This is an optimization exercise on Yosys and OpenROAD, whose aim is a short achievable clock period and few clock cycles, not a production implementation.
Only simulation tests tie the RTL to the original design; equivalence was not proved.
No activity file was given, so power comes from the tool's default toggle rates.

==> inputs of run X <==
## tenyrCore
module tenyrCore #(
    parameter tenyrPkg::wordT resetVector = tenyrPkg::defaultResetVector
) (
    input  logic           clk,
    input  logic           reset_n,
    input  logic           enable,
    output tenyrPkg::wordT instrAddr,
    input  tenyrPkg::wordT instrData,
    output tenyrPkg::wordT dataAddr,
    output logic           dataWe,
    output tenyrPkg::wordT dataOut,
    input  tenyrPkg::wordT dataIn,
    input  logic           haltReq,
    output logic           halted
);
    tenyrPkg::wordT fetchPc;       
    tenyrPkg::wordT fetchPcInc;    
    tenyrPkg::wordT fetchTarget;   
    tenyrPkg::wordT fetchNext;     
    logic           fetchCond;     
    logic           fetchTaken;    
    logic [1:0]     predCtr [0:63];
    tenyrPkg::wordT exInstr;       
    tenyrPkg::wordT exPcInc;       
    tenyrPkg::wordT exPc;          
    tenyrPkg::wordT exPredNext;    
    logic           exCond;
    logic           exPredTaken;
    logic           exValid;
    logic [15:0]    selZ;          
    tenyrPkg::wordT opLeft;        
    tenyrPkg::wordT opRight;
    tenyrPkg::wordT opAddend;
    tenyrPkg::wordT opZ;
  ...
clock: 12.5 ns
lec_check: 0
abc_clock_period_in_ps: 5000
cap_margin: 20
core_margin: 2
core_utilization: 40
slew_margin: 20
setup_slack_margin: 7
standard.sh (not shown) runs the stock make flow with config.mk's settings and CLKGATE_MAP_FILE= SYNTH_SCRIPT=/design/flow/synth_recipe.tcl, a recipe that flattens the netlist after the stock synthesis.
==> flow/flow/run.sh <==
#!/bin/bash
cp standard.sh standard.sh.txt
cp config.mk config.mk.orig.txt
echo "export SETUP_SLACK_MARGIN = 7" >> config.mk
bash standard.sh > standard.log 2>&1
==> run Y (differences from run X) <==
--- a/flow/design.v
+++ b/flow/design.v
@@ -98,12 +98,13 @@
     input  logic             clk,
     input  tenyrPkg::opcodeT opcode,
     input  logic             mulBusy,
     input  logic [6*32-1:0]  mulRows,
     input  tenyrPkg::wordT   left,
     input  tenyrPkg::wordT   right,
+    input  logic [4:0]       shamtN,      
     input  tenyrPkg::wordT   addend,
     input  tenyrPkg::wordT   predNext,
     output tenyrPkg::wordT   rhs,
     output logic             rhsIsPred,   
     output logic             cmpBit       
 );
@@ -134,17 +135,17 @@
     assign flagSet = cmpBit && ((opcode == tenyrPkg::opLt) || (opcode == tenyrPkg::opGt) ||
                                 (opcode == tenyrPkg::opEq) || (opcode == tenyrPkg::opNe));
     always_comb begin
         case (opcode)
             tenyrPkg::opOr:     opResult = left | right;
             tenyrPkg::opAnd:    opResult = left & right;
-            tenyrPkg::opShl:    opResult = bigShift ? '0 : (left << right[4:0]);
+            tenyrPkg::opShl:    opResult = bigShift ? '0 : (left << ~shamtN);
             tenyrPkg::opAndNot: opResult = left & ~right;
             tenyrPkg::opXor:    opResult = left ^ right;
             tenyrPkg::opXnor:   opResult = left ^ ~right;
-            tenyrPkg::opShr:    opResult = bigShift ? '0 : (left >> right[4:0]);
+            tenyrPkg::opShr:    opResult = bigShift ? '0 : (left >> ~shamtN);
             default:            opResult = '0;   
         endcase
     end
     tenyrPkg::wordT rightX;
     tenyrPkg::wordT csaSum;
     tenyrPkg::wordT csaCarry;
@@ -3557,17 +3558,29 @@
     logic           exValid;
     logic [15:0]    selZ;          
     tenyrPkg::wordT opLeft;        
     tenyrPkg::wordT opRight;
     tenyrPkg::wordT opAddend;
     tenyrPkg::wordT opZ;
+    logic [4:0]     opShamtN;      
+    logic           fwdLeft;       
+    logic           fwdRight;
+    logic           fwdAddend;
+    logic           fwdOpZ;
+    tenyrPkg::wordT exLeft;        
+    tenyrPkg::wordT exRight;
+    tenyrPkg::wordT exAddend;
+    tenyrPkg::wordT exZ;
+    logic [4:0]     exShamtN;
     logic           mulBusy;       
     logic [6*32-1:0] mulRows;
     logic [6*32-1:0] mulRowsNext;
     logic           memLoad;       
     logic           memMul;        
+    logic           memAlu;        
+    tenyrPkg::wordT memWb;         
     logic           memStore;      
     tenyrPkg::regIndexT memDest;   
     logic [6*32-1:0] memMulRows;
     tenyrPkg::wordT memMulSum;
     tenyrPkg::wordT memResult;     
     tenyrPkg::wordT regs [1:14];
@@ -3596,21 +3609,27 @@
     logic exCmpExact;    
     execUnit u_exec (
         .clk      (clk),
         .opcode   (opcode),
         .mulBusy  (mulBusy),
         .mulRows  (mulRows),
-        .left     (opLeft),
-        .right    (opRight),
-        .addend   (opAddend),
+        .left     (exLeft),
+        .right    (exRight),
+        .shamtN   (exShamtN),
+        .addend   (exAddend),
         .predNext (exPredNext),
         .rhs      (rhs),
         .rhsIsPred(rhsIsPred),
         .cmpBit   (cmpBit)
     );
-    mulStage1 u_mul1 (.a(opLeft), .b(opRight), .c(opAddend), .rows(mulRowsNext));
+    assign exLeft   = fwdLeft   ? dataAddr : opLeft;
+    assign exRight  = fwdRight  ? dataAddr : opRight;
+    assign exShamtN = fwdRight  ? ~dataAddr[4:0] : opShamtN;
+    assign exAddend = fwdAddend ? dataAddr : opAddend;
+    assign exZ      = fwdOpZ    ? dataAddr : opZ;
+    mulStage1 u_mul1 (.a(exLeft), .b(exRight), .c(exAddend), .rows(mulRowsNext));
     logic running;
     logic loadHazard;
     logic haltNow;
     logic isMul;
     logic mulPlain;     
     logic mulStart;
@@ -3637,26 +3656,18 @@
                         ((opcode == tenyrPkg::opLt) || (opcode == tenyrPkg::opEq) ||
                          (opcode == tenyrPkg::opGt) || (opcode == tenyrPkg::opNe));
     assign exWrite  = exGo && !isStore && !isDeref && !isMul && !selZ[0] && !selZ[15];
     logic exWriteFwd;
     assign exWriteFwd = exValid && !loadHazard && !mulStart &&
                         !isStore && !isDeref && !isMul && !selZ[0] && !selZ[15];
-    assign memWrite = (memLoad || memMul) && (memDest != 4'd0) && (memDest != 4'd15);
+    assign memWrite = (memLoad || memMul || memAlu) && (memDest != 4'd0) && (memDest != 4'd15);
     logic fJump;
     logic fUncond;
     logic fFollowCmp;
     assign fetchPcInc  = fetchPc + 32'd1;
-    logic [12:0] tgtLow;
-    logic [19:0] incHigh, incHighUp, incHighDown;
-    assign tgtLow      = {1'b0, fetchPcInc[11:0]} + {1'b0, instrData[11:0]};
-    assign incHigh     = fetchPcInc[31:12];
-    assign incHighUp   = incHigh + 20'd1;
-    assign incHighDown = incHigh - 20'd1;
-    assign fetchTarget[11:0]  = tgtLow[11:0];
-    assign fetchTarget[31:12] = (tgtLow[12] == instrData[11]) ? incHigh :
-                                tgtLow[12] ? incHighUp : incHighDown;
+    assign fetchTarget = {fetchPcInc[31:12], fetchPcInc[11:0] + instrData[11:0]};
     assign fJump     = !instrData[tenyrPkg::storeBit] && !instrData[tenyrPkg::derefBit] &&
                        (instrData[tenyrPkg::zLsb +: 4] == 4'd15);
     assign fetchCond = fJump && instrData[tenyrPkg::typeBit] &&
                        (instrData[tenyrPkg::yLsb +: 4] == 4'd15);
     assign fUncond   = fJump && !instrData[tenyrPkg::typeBit] &&
                        (((instrData[tenyrPkg::xLsb +: 4] == 4'd15) && (instrData[tenyrPkg::yLsb +: 4] == 4'd0)) ||
@@ -3681,17 +3692,17 @@
     tenyrPkg::regIndexT srcX, srcY, srcZ;
     assign srcX = srcInstr[tenyrPkg::xLsb +: 4];
     assign srcY = srcInstr[tenyrPkg::yLsb +: 4];
     assign srcZ = srcInstr[tenyrPkg::zLsb +: 4];
     tenyrPkg::wordT baseX, baseY, baseZ;
     regRead u_rdX (.regsFlat(regsFlat), .index(srcX), .pcValue(srcPcInc),
-                   .fwdMem(memWrite && memDest == srcX), .memValue(memResult), .value(baseX));
+                   .fwdMem(memWrite && memDest == srcX), .memValue(memWb), .value(baseX));
     regRead u_rdY (.regsFlat(regsFlat), .index(srcY), .pcValue(srcPcInc),
-                   .fwdMem(memWrite && memDest == srcY), .memValue(memResult), .value(baseY));
+                   .fwdMem(memWrite && memDest == srcY), .memValue(memWb), .value(baseY));
     regRead u_rdZ (.regsFlat(regsFlat), .index(srcZ), .pcValue(srcPcInc),
-                   .fwdMem(memWrite && memDest == srcZ), .memValue(memResult), .value(baseZ));
+                   .fwdMem(memWrite && memDest == srcZ), .memValue(memWb), .value(baseZ));
     logic fwdX, fwdY, fwdZ;    
     assign fwdX = exWriteFwd && (idxZ == srcX);
     assign fwdY = exWriteFwd && (idxZ == srcY);
     assign fwdZ = exWriteFwd && (idxZ == srcZ);
     tenyrPkg::wordT srcImm;
     logic           srcSwap;
@@ -3701,46 +3712,59 @@
     assign refX = memWrite && (memDest == idxX);
     assign refY = memWrite && (memDest == idxY);
     assign refZ = memWrite && (memDest == idxZ);
     always_ff @(posedge clk) begin
         if (running) begin
             if (!stall) begin
-                opLeft   <= fwdX ? rhs : baseX;
-                opRight  <= srcSwap ? srcImm : (fwdY ? rhs : baseY);
-                opAddend <= srcSwap ? (fwdY ? rhs : baseY) : srcImm;
-                opZ      <= fwdZ ? rhs : baseZ;
+                opLeft    <= baseX;
+                opRight   <= srcSwap ? srcImm : baseY;
+                opShamtN  <= ~(srcSwap ? srcImm[4:0] : baseY[4:0]);
+                opAddend  <= srcSwap ? baseY : srcImm;
+                opZ       <= baseZ;
+                fwdLeft   <= fwdX;
+                fwdRight  <= fwdY && !srcSwap;
+                fwdAddend <= fwdY && srcSwap;
+                fwdOpZ    <= fwdZ;
             end else begin
-                if (refX) opLeft <= memResult;
-                if (refY && !opSwap) opRight <= memResult;
-                if (refY && opSwap) opAddend <= memResult;
-                if (refZ) opZ <= memResult;
+                opLeft    <= refX ? memWb : exLeft;
+                opRight   <= (refY && !opSwap) ? memWb : exRight;
+                opShamtN  <= (refY && !opSwap) ? ~memWb[4:0] : exShamtN;
+                opAddend  <= (refY && opSwap) ? memWb : exAddend;
+                opZ       <= refZ ? memWb : exZ;
+                fwdLeft   <= 1'b0;
+                fwdRight  <= 1'b0;
+                fwdAddend <= 1'b0;
+                fwdOpZ    <= 1'b0;
             end
         end
     end
     always_ff @(posedge clk) begin
         if (!reset_n) begin
             fetchPc    <= resetVector;
             exValid    <= 1'b0;
             mulBusy    <= 1'b0;
             memLoad    <= 1'b0;
             memMul     <= 1'b0;
+            memAlu     <= 1'b0;
             memStore   <= 1'b0;
             halted     <= 1'b0;
         end else if (running) begin
             memLoad  <= exGo && !isStore && isDeref;
             memMul   <= exGo && mulPlain;
+            memAlu   <= exWrite;
             memStore <= exGo && isStore;
             mulBusy  <= mulStart;
             if (memJump) begin
                 fetchPc    <= memResult;
                 exValid    <= 1'b0;
             end else if (haltNow) begin
                 fetchPc  <= exPc;
                 halted   <= 1'b1;
                 memLoad  <= 1'b0;
                 memMul   <= 1'b0;
+                memAlu   <= 1'b0;
                 memStore <= 1'b0;
             end else if (exJump) begin
                 fetchPc    <= rhs;
                 exValid    <= 1'b0;
             end else if (exGo && (isDeref || mulPlain) && !isStore && idxZ == 4'd15) begin
                 exValid    <= 1'b0;
@@ -3772,17 +3796,18 @@
         if (running && exGo && mulPlain) begin
             memMulRows <= mulRowsNext;
         end
     end
     mulStage2 u_memMul (.rows(memMulRows), .sum(memMulSum));
     assign memResult = memMul ? memMulSum : dataIn;
+    assign memWb     = memAlu ? dataAddr : memResult;
     always_ff @(posedge clk) begin
         if (running && exGo) begin
             memDest  <= idxZ;
-            dataAddr <= isDeref ? rhs : opZ;
-            dataOut  <= isDeref ? opZ : rhs;
+            dataAddr <= (isDeref || !isStore) ? rhs : exZ;
+            dataOut  <= isDeref ? exZ : rhs;
         end
     end
     logic       condDone;
     logic       condTaken;
     logic [5:0] condIndex;
     always_ff @(posedge clk) begin
@@ -3806,17 +3831,13 @@
                 end
             end
         end
     end
     always_ff @(posedge clk) begin
         for (int i = 1; i <= 14; i++) begin
-            if (running) begin
-                if (exWrite && selZ[i]) begin
-                    regs[i] <= rhs;
-                end else if (memWrite && memDest == 4'(i)) begin
-                    regs[i] <= memResult;
-                end
+            if (running && memWrite && memDest == 4'(i)) begin
+                regs[i] <= memWb;
             end
         end
     end
 endmodule
 `default_nettype wire
Settings changed: CAP_MARGIN 20 to 40, SLEW_MARGIN 20 to 40.
==> comparison <==
- Utilization: run X is higher than run Y (0.11 points).
- Between run X and run Y, the lower synthesized area is in run Y (gap about 4%, measured against run Y).
- In run X the via count is higher than in run Y, by about 8%.
- Of run X and run Y, run X has the higher synthesized cell count (gap about 8%, measured against run Y).
- In run Y the die area is lower than in run X, by about 3.6%.
- Between run X and run Y, the lower critical path depth is in run Y (gap 1).
- Global-route usage: run Y is lower than run X (1.2 points).
- First-iteration DRC count: run X is larger than run Y (about 5%).
- Between run X and run Y, the lower sequential share of layout area is in run X (gap 1.1 points).
- Against run Y, the routed wire length of run X is larger by 8.3%.
- Clock skew: run X is higher than run Y (0.027 ns).
==> figures <==
                                                                               run X          run Y
Worst Hold Slack                                                            0.459 ns       0.515 ns
Static Leak                                                                  46.0 nW        44.8 nW
Depth of the critical timing path with buffers and inverters included             28             27
Worst Path Arrival                                                           6.95 ns        7.22 ns
Overall Power                                                                16.5 mW        15.7 mW
Compound-cell area share of the yosys netlist                                  19.3%          17.7%
Sw Share                                                                       38.6%          37.5%
CTS sink count                                                                 1,296          1,292
Max incr delay on CP                                                         0.45 ns        0.74 ns
Area of the die                                                        249,000 sq um  240,000 sq um
Critical path capture point                                                  opZ[30]    fetchPc[28]
Status                                                      timing/DRC/antenna clean  timing/DRC/antenna clean
Post-CTS resize count                                                          1,066            867
Violation count after the first detailed-routing iteration                     16.8k          16.0k
Beginning of the worst register-to-register path                          opLeft[15]   dataAddr[17]
Chip Height                                                                   499 um         490 um
Sequential fraction of the synthesis area                                      38.0%          39.3%
HPWL Detailed                                                             354,000 um     330,000 um
Post-synthesis to final-layout area growth                                     23.9%          23.9%
TritonCTS Buffers                                                                154            150
Multi-input logic area                                                  59,500 sq um   56,600 sq um
Portion of the layout cell area used by clock cells                            4.08%          4.19%
Die extent in x                                                               499 um         490 um
Testbench counts of run X, summed over its fixed seeds: cycles 43,278.
Testbench counts of run Y, summed over its fixed seeds: cycles 43,278.

[separate check: timing with driven ports]
How much do the figures lean on ideal ports? The routed layouts below were timed once more, with nothing changed but the port constraints.
Step 1: set_driving_cell puts a clkbuf_16 on clk and a buf_2 on each other input, an assumption about the parent block.
Step 2 times the ports against the registers' clock, not the clock port: input delays grow and output delays shrink by t, the midpoint of the rising clock arrivals with the driver on.
Slacks: ideal ports / drivers / drivers and shift; pairs: ideal ports / drivers.
| run | t (ns) | setup slack, ns | worst setup path at the end |
|---|---|---|---|
| run X | 0.946 | 6.205 / 6.205 / 5.629 | input to register |
| run Y | 0.959 | 6.050 / 6.050 / 5.919 | input to register |
After both steps setup and hold are still met in every run listed. For run X, which loses most, drivers alone change the setup slack by 0.000 ns; drivers and shift together by -0.576 ns.
